What follows belongs to an exercise in optimizing a design on an open flow for small area, a short achievable clock period and few clock cycles per item; a production flow would make more cautious choices.
Where RTL was checked, it was by simulation tests only, not by an equivalence proof against the original.

==> run a: inputs <==
==> flow/design.v (excerpt) <==
module des_pipeline (
    input  logic                clk_i,
    input  logic                reset_i,
    input  logic                valid_i,
    input  logic                mode_i,
    input  logic [0:63]         key_i,
    input  logic [0:63]         data_i,
    output logic                accept_o,
    output logic [0:63]         data_o,
    output logic                valid_o
);
clock: 4.5 ns
lec_check: 0
cap_margin: 20
core_margin: 2
core_utilization: 40
setup_slack_margin: 2.0
slew_margin: 20
standard.sh (not shown) runs the stock make flow with config.mk's settings and CLKGATE_MAP_FILE= SYNTH_SCRIPT=/design/flow/synth_recipe.tcl, a recipe that flattens the netlist after the stock synthesis.
==> flow/flow/run.sh <==
#!/bin/bash
# Own layout flow: the standard synthesis, then a re-mapping of the combinational
# logic only (flip-flops kept as the standard synthesis made them, same names and
# cells) with an area-recovering ABC mapping, then the standard flow from floorplan
# to the final layout. Each tool writes its full output to a log in this folder.
set -euo pipefail
W=$(pwd)
F=$W/flow
R=$W/orfs/results/$FLOW_PLATFORM/des_pipeline/base
LIB=$FLOW_HOME/platforms/$FLOW_PLATFORM/lib/sky130_fd_sc_hd__tt_025C_1v80.lib
YOSYS=$FLOW_HOME/../tools/install/yosys/bin/yosys
[ -x "$YOSYS" ] || YOSYS=yosys

# 1. standard synthesis (the standard flow's own script), netlist only
bash standard.sh "$R/1_2_yosys.v" > $W/log_1_synth_standard.txt 2>&1
cp "$R/1_2_yosys.v" $W/std_synth.v

# 2. behavioural models of the combinational cells, read from the liberty
python3 $F/mkcells.py "$LIB" $W/comb_cells.v > $W/log_2_mkcells.txt 2>&1

# 3. re-map the combinational logic; flip-flops stay as instances
DU=$(awk '/^export DONT_USE_CELLS/{f=1} f{print; if ($0 !~ /\\$/) exit}' \
     $FLOW_HOME/platforms/$FLOW_PLATFORM/config.mk | tr -d '\\' | sed 's/export DONT_USE_CELLS += //')
DUA=""
for c in $DU; do DUA="$DUA -dont_use $c"; done
printf 'set_driving_cell sky130_fd_sc_hd__buf_1\nset_load 5\n' > $W/remap.constr
cat > $W/remap.ys <<EOF
read_liberty -lib $LIB
read_verilog -overwrite $W/comb_cells.v
read_verilog $W/std_synth.v
hierarchy -top $FLOW_TOP
flatten
techmap
opt -purge
abc -script $F/remap.abc -liberty $LIB $DUA -constr $W/remap.constr
opt_clean -purge
hilomap -singleton -hicell sky130_fd_sc_hd__conb_1 HI -locell sky130_fd_sc_hd__conb_1 LO
splitnets
opt_clean -purge
rename -hide w:*.*
rename -hide w:*\$func\$*
tee -o $W/remap_stat.txt stat -liberty $LIB
write_verilog -noattr -nohex -nodec $W/remapped.v
EOF
$YOSYS -l $W/log_3_remap.txt -q -s $W/remap.ys
cp $W/remapped.v "$R/1_2_yosys.v"
touch "$R/1_2_yosys.v"

# 4. the standard flow from the re-mapped netlist to the final layout
bash standard.sh > $W/log_4_layout.txt 2>&1
==> flow/flow/mkcells.py <==
#!/usr/bin/env python3
# writes comb_cells.v: a behavioural model of every combinational sky130hd cell, from the liberty
import re, sys
lib = open(sys.argv[1]).read()
out = []
for m in re.finditer(r'\n    cell \("(sky130_fd_sc_hd__\w+)"\) \{', lib):
    name = m.group(1)
    start = m.end()
    nxt = lib.find('\n    cell ("', start)
    body = lib[start: nxt if nxt > 0 else len(lib)]
    if re.search(r'\b(ff|latch|statetable|ff_bank)\s*\(', body): continue
    pins = re.findall(r'\n        pin \("(\w+)"\) \{(.*?)\n        \}', body, re.S)
    ins, outs = [], []
    for p, pb in pins:
        d = re.search(r'direction : "(\w+)"', pb).group(1)
        f = re.search(r'function : "([^"]*)"', pb)
        if d == 'input': ins.append(p)
        elif d == 'output':
            if not f: break
            outs.append((p, f.group(1).replace('!', '~')))
    else:
        if not outs: continue
        ports = ins + [o for o, _ in outs]
        out.append(f"module {name}({', '.join(ports)});\n")
        for i in ins: out.append(f"  input {i};\n")
        for o, f in outs: out.append(f"  output {o};\n  assign {o} = {f};\n")
        out.append("endmodule\n")
open(sys.argv[2] if len(sys.argv) > 2 else "comb_cells.v", "w").write(''.join(out))
print(len([l for l in out if l.startswith('module')]), 'cells')
==> flow/flow/remap.abc <==
strash
&get -n
&st
&dch -f
&nf -R 1000
&st
&dch -f
&nf -R 1000
&put
==> run b (differences from run a) <==
==> flow/run.sh (new file) <==
#!/bin/bash
# synth_recipe.tcl (not shown) runs the flow's synth.tcl, then flattens the netlist and writes it again
# the make line also repeats each setting of config.mk as NAME=value (left out here)
make -C /OpenROAD-flow-scripts/flow DESIGN_CONFIG=/design/flow/config.mk WORK_HOME=/design/flow/orfs CLKGATE_MAP_FILE= SYNTH_SCRIPT=/design/flow/synth_recipe.tcl finish
--- a/flow/config.mk
+++ b/flow/config.mk
@@ -9,4 +9,3 @@
 export CORE_MARGIN = 2
 export CORE_UTILIZATION = 40
-export SETUP_SLACK_MARGIN = 2.0
 export SLEW_MARGIN = 20
removed: flow/flow/run.sh
removed: flow/flow/mkcells.py
removed: flow/flow/remap.abc
removed: flow/standard.sh
==> run c (differences from run a) <==
--- a/flow/config.mk
+++ b/flow/config.mk
@@ -9,4 +9,3 @@
 export CORE_MARGIN = 2
 export CORE_UTILIZATION = 40
-export SETUP_SLACK_MARGIN = 2.0
 export SLEW_MARGIN = 20
==> notes <==
Between run c and run a, the lower worst hold slack is in run c (gap 0.042 ns). Non-clock buffer count: run c < run b < run a. Setup slack, lowest first: run b, run c, run a. Clock skew, highest first: run a, run b, run c.
Testbench counts of run a, summed over its fixed seeds: cycles 2,176, items 2,048.
Testbench counts of run b, summed over its fixed seeds: cycles 2,176, items 2,048.
Testbench counts of run c, summed over its fixed seeds: cycles 2,176, items 2,048.

==> inputs of build 46 <==
Another version of the RTL of des_pipeline (not shown whole).
==> module des_input_stage, before the edit <==
module des_input_stage (
    input  logic                clk_i,
    input  logic                reset_i,
    input  logic                valid_i,
    input  logic                mode_i,
    input  des_pkg::block_t     key_i,
    input  des_pkg::block_t     data_i,
    output logic                accept_o,
    output logic                valid_o,
    output logic                mode_o,
    output des_pkg::half_t      l_o,
    output des_pkg::half_t      r_o,
    output des_pkg::key56_t     cd_o
);
    des_pkg::block_t ip_data;
    assign ip_data = des_pkg::ip_perm(data_i);
    always_ff @(posedge clk_i or negedge reset_i) begin
        if (!reset_i) begin
            accept_o <= 1'b0;
            valid_o  <= 1'b0;
        end else begin
            accept_o <= 1'b1;
            valid_o  <= valid_i;
        end
    end
    always_ff @(posedge clk_i) begin
        mode_o <= mode_i;
        l_o    <= ip_data[0 +: 32];
        r_o    <= ip_data[32 +: 32];
        cd_o   <= des_pkg::pc1_perm(key_i);
    end
endmodule
==> module des_round, before the edit <==
module des_round #(
    parameter int ROUND = 1
) (
    input  logic                clk_i,
    input  logic                reset_i,
    input  logic                valid_i,
    input  logic                mode_i,
    input  des_pkg::half_t      l_i,
    input  des_pkg::half_t      r_i,
    input  des_pkg::key56_t     cd_i,
    output logic                valid_o,
    output logic                mode_o,
    output des_pkg::half_t      l_o,
    output des_pkg::half_t      r_o,
    output des_pkg::key56_t     cd_o
);
    des_pkg::subkey_t enc_key;
    des_pkg::subkey_t dec_key;
    des_pkg::subkey_t subkey;
    assign enc_key = des_pkg::subkey(cd_i, ROUND);
    assign dec_key = des_pkg::subkey(cd_i, 17 - ROUND);
    assign subkey  = (mode_i == des_pkg::DES_DECRYPT) ? dec_key : enc_key;
    always_ff @(posedge clk_i or negedge reset_i) begin
        if (!reset_i) valid_o <= 1'b0;
        else          valid_o <= valid_i;
    end
    always_ff @(posedge clk_i) begin
        mode_o <= mode_i;
        l_o    <= r_i;
        r_o    <= l_i ^ des_pkg::feistel_f(r_i, subkey);
        cd_o   <= cd_i;
    end
endmodule
make LEC_CHECK=0 CAP_MARGIN=20 CORE_MARGIN=2 CORE_UTILIZATION=40 SETUP_SLACK_MARGIN=2.8 SLEW_MARGIN=20 finish   # period 4.5 ns
run.sh (not shown) runs the stock make flow with config.mk's settings and CLKGATE_MAP_FILE= SYNTH_SCRIPT=/design/flow/synth_recipe.tcl, a recipe that flattens the netlist after the stock synthesis.
Stock flow here: none of the scripts above is used.
==> trial 90 (differences from build 46) <==
--- a/flow/design.v
+++ b/flow/design.v
@@ -60,20 +60,21 @@
         for (int i = 0; i < 56; i++) pc1_perm[i] = key[PC1_TAB[447 - 8*i -: 8] - 1];
     endfunction
-    function automatic int enc_rot(input int n);
-        int s;
-        s = 0;
-        for (int i = 1; i <= n; i++) s = s + ((i == 1 || i == 2 || i == 9 || i == 16) ? 1 : 2);
-        enc_rot = s % 28;
+    function automatic int next_rot(input int n, input logic dec);
+        int k;
+        k = dec ? 17 - n : n + 1;
+        next_rot = (k == 1 || k == 2 || k == 9 || k == 16) ? 1 : 2;
+        if (dec) next_rot = -next_rot;
     endfunction
-    function automatic subkey_t subkey(input key56_t cd, input int n);
-        int rot;
-        int src;
-        rot = enc_rot(n);
-        for (int i = 0; i < 48; i++) begin
-            src = PC2_TAB[383 - 8*i -: 8] - 1;
-            if (src < 28) subkey[i] = cd[(src + rot) % 28];
-            else          subkey[i] = cd[28 + (src - 28 + rot) % 28];
+    function automatic key56_t rot_cd(input key56_t cd, input int amt);
+        int s;
+        s = (amt + 28) % 28;
+        for (int i = 0; i < 28; i++) begin
+            rot_cd[i]      = cd[(i + s) % 28];
+            rot_cd[28 + i] = cd[28 + (i + s) % 28];
         end
     endfunction
+    function automatic subkey_t pc2_perm(input key56_t cd);
+        for (int i = 0; i < 48; i++) pc2_perm[i] = cd[PC2_TAB[383 - 8*i -: 8] - 1];
+    endfunction
     function automatic subkey_t e_expand(input half_t r);
         for (int i = 0; i < 8; i++) begin
@@ -1989,5 +1990,7 @@
 );
     des_pkg::block_t ip_data;
+    des_pkg::key56_t cd0;
     assign ip_data = des_pkg::ip_perm(data_i);
+    assign cd0     = des_pkg::pc1_perm(key_i);
     always_ff @(posedge clk_i or negedge reset_i) begin
         if (!reset_i) begin
@@ -2003,5 +2006,5 @@
         l_o    <= ip_data[0 +: 32];
         r_o    <= ip_data[32 +: 32];
-        cd_o   <= des_pkg::pc1_perm(key_i);
+        cd_o   <= (mode_i == des_pkg::DES_DECRYPT) ? cd0 : des_pkg::rot_cd(cd0, 1);
     end
 endmodule
@@ -2023,10 +2026,10 @@
     output des_pkg::key56_t     cd_o
 );
-    des_pkg::subkey_t enc_key;
-    des_pkg::subkey_t dec_key;
     des_pkg::subkey_t subkey;
-    assign enc_key = des_pkg::subkey(cd_i, ROUND);
-    assign dec_key = des_pkg::subkey(cd_i, 17 - ROUND);
-    assign subkey  = (mode_i == des_pkg::DES_DECRYPT) ? dec_key : enc_key;
+    des_pkg::key56_t  cd_next;
+    assign subkey  = des_pkg::pc2_perm(cd_i);
+    assign cd_next = (mode_i == des_pkg::DES_DECRYPT) ?
+                     des_pkg::rot_cd(cd_i, des_pkg::next_rot(ROUND, 1'b1)) :
+                     des_pkg::rot_cd(cd_i, des_pkg::next_rot(ROUND, 1'b0));
     always_ff @(posedge clk_i or negedge reset_i) begin
         if (!reset_i) valid_o <= 1'b0;
@@ -2037,5 +2040,5 @@
         l_o    <= r_i;
         r_o    <= l_i ^ des_pkg::feistel_f(r_i, subkey);
-        cd_o   <= cd_i;
+        cd_o   <= cd_next;
     end
 endmodule
CORE_UTILIZATION = 60   (was 40)
SETUP_SLACK_MARGIN = not set   (was 2.8)
==> run_results.csv <==
group,metric,value,unit
global_route,grt.met1_usage,0.393,
route,wl_met2,195000,um
run_status,status,"no timing/DRC/antenna violations",
layout,final-instance-count-excl-fill,17216,
floorplanning,core.rowCount,167,
clock_network,cts-buffers-inserted,206,
sta,min_period,3590,ps
logic_synthesis,top_cell_type_s_share_of_synthesized_area,0.319,
-- figures above: trial 90

==> run_results.csv <==
group,metric,value,unit
sta,min_period,3050,ps
route,wl_met2,270000,um
logic_synthesis,top_cell_type_s_share_of_synthesized_area,0.317,
worst_setup_path,r2r.worst_path.cells,11,
placement,io_buffers,189,
layout,final-instance-count-excl-fill,22354,
floorplanning,core.rowCount,206,
run_status,status,"no timing/DRC/antenna violations",
global_route,grt.met1_usage,0.328,
-- figures above: build 46

Testbench counts of trial 90, summed over its fixed seeds: cycles 2,176, items 2,048.
Only the layout flow was run in build 46; the RTL was not checked for function there.

[what the ideal ports hide]
Ports are ideal in the flow. The routed layouts listed here were re-timed in OpenROAD. Step 1 assumes that a clkbuf_16 drives the clock port and a buf_2 every other input. Step 2, shift: input delay + t, output delay - t, t = (earliest + latest rising clock arrival at the registers) / 2. This alone moves slack from input paths to output paths. Slacks: ideal ports / drivers / drivers and shift; pairs: ideal ports / drivers.
run | shift t [ns] | setup WS [ns] | worst hold slack (ns)
run a | 1.002 | 1.960 / 1.960 / 1.960 | 0.333 / 0.330 / 0.333
run b | 0.992 | 1.045 / 1.045 / 1.045 | 0.346 / 0.341 / 0.346
run c | 1.011 | 1.058 / 1.058 / 1.058 | 0.291 / 0.291 / 0.291
build 46 | 1.046 | 1.448 / 1.448 / 1.448 | 0.328 / 0.289 / 0.328
trial 90 | 0.976 | 0.911 / 0.911 / 0.911 | 0.347 / 0.347 / 0.347
After both steps every run listed still meets setup and hold.
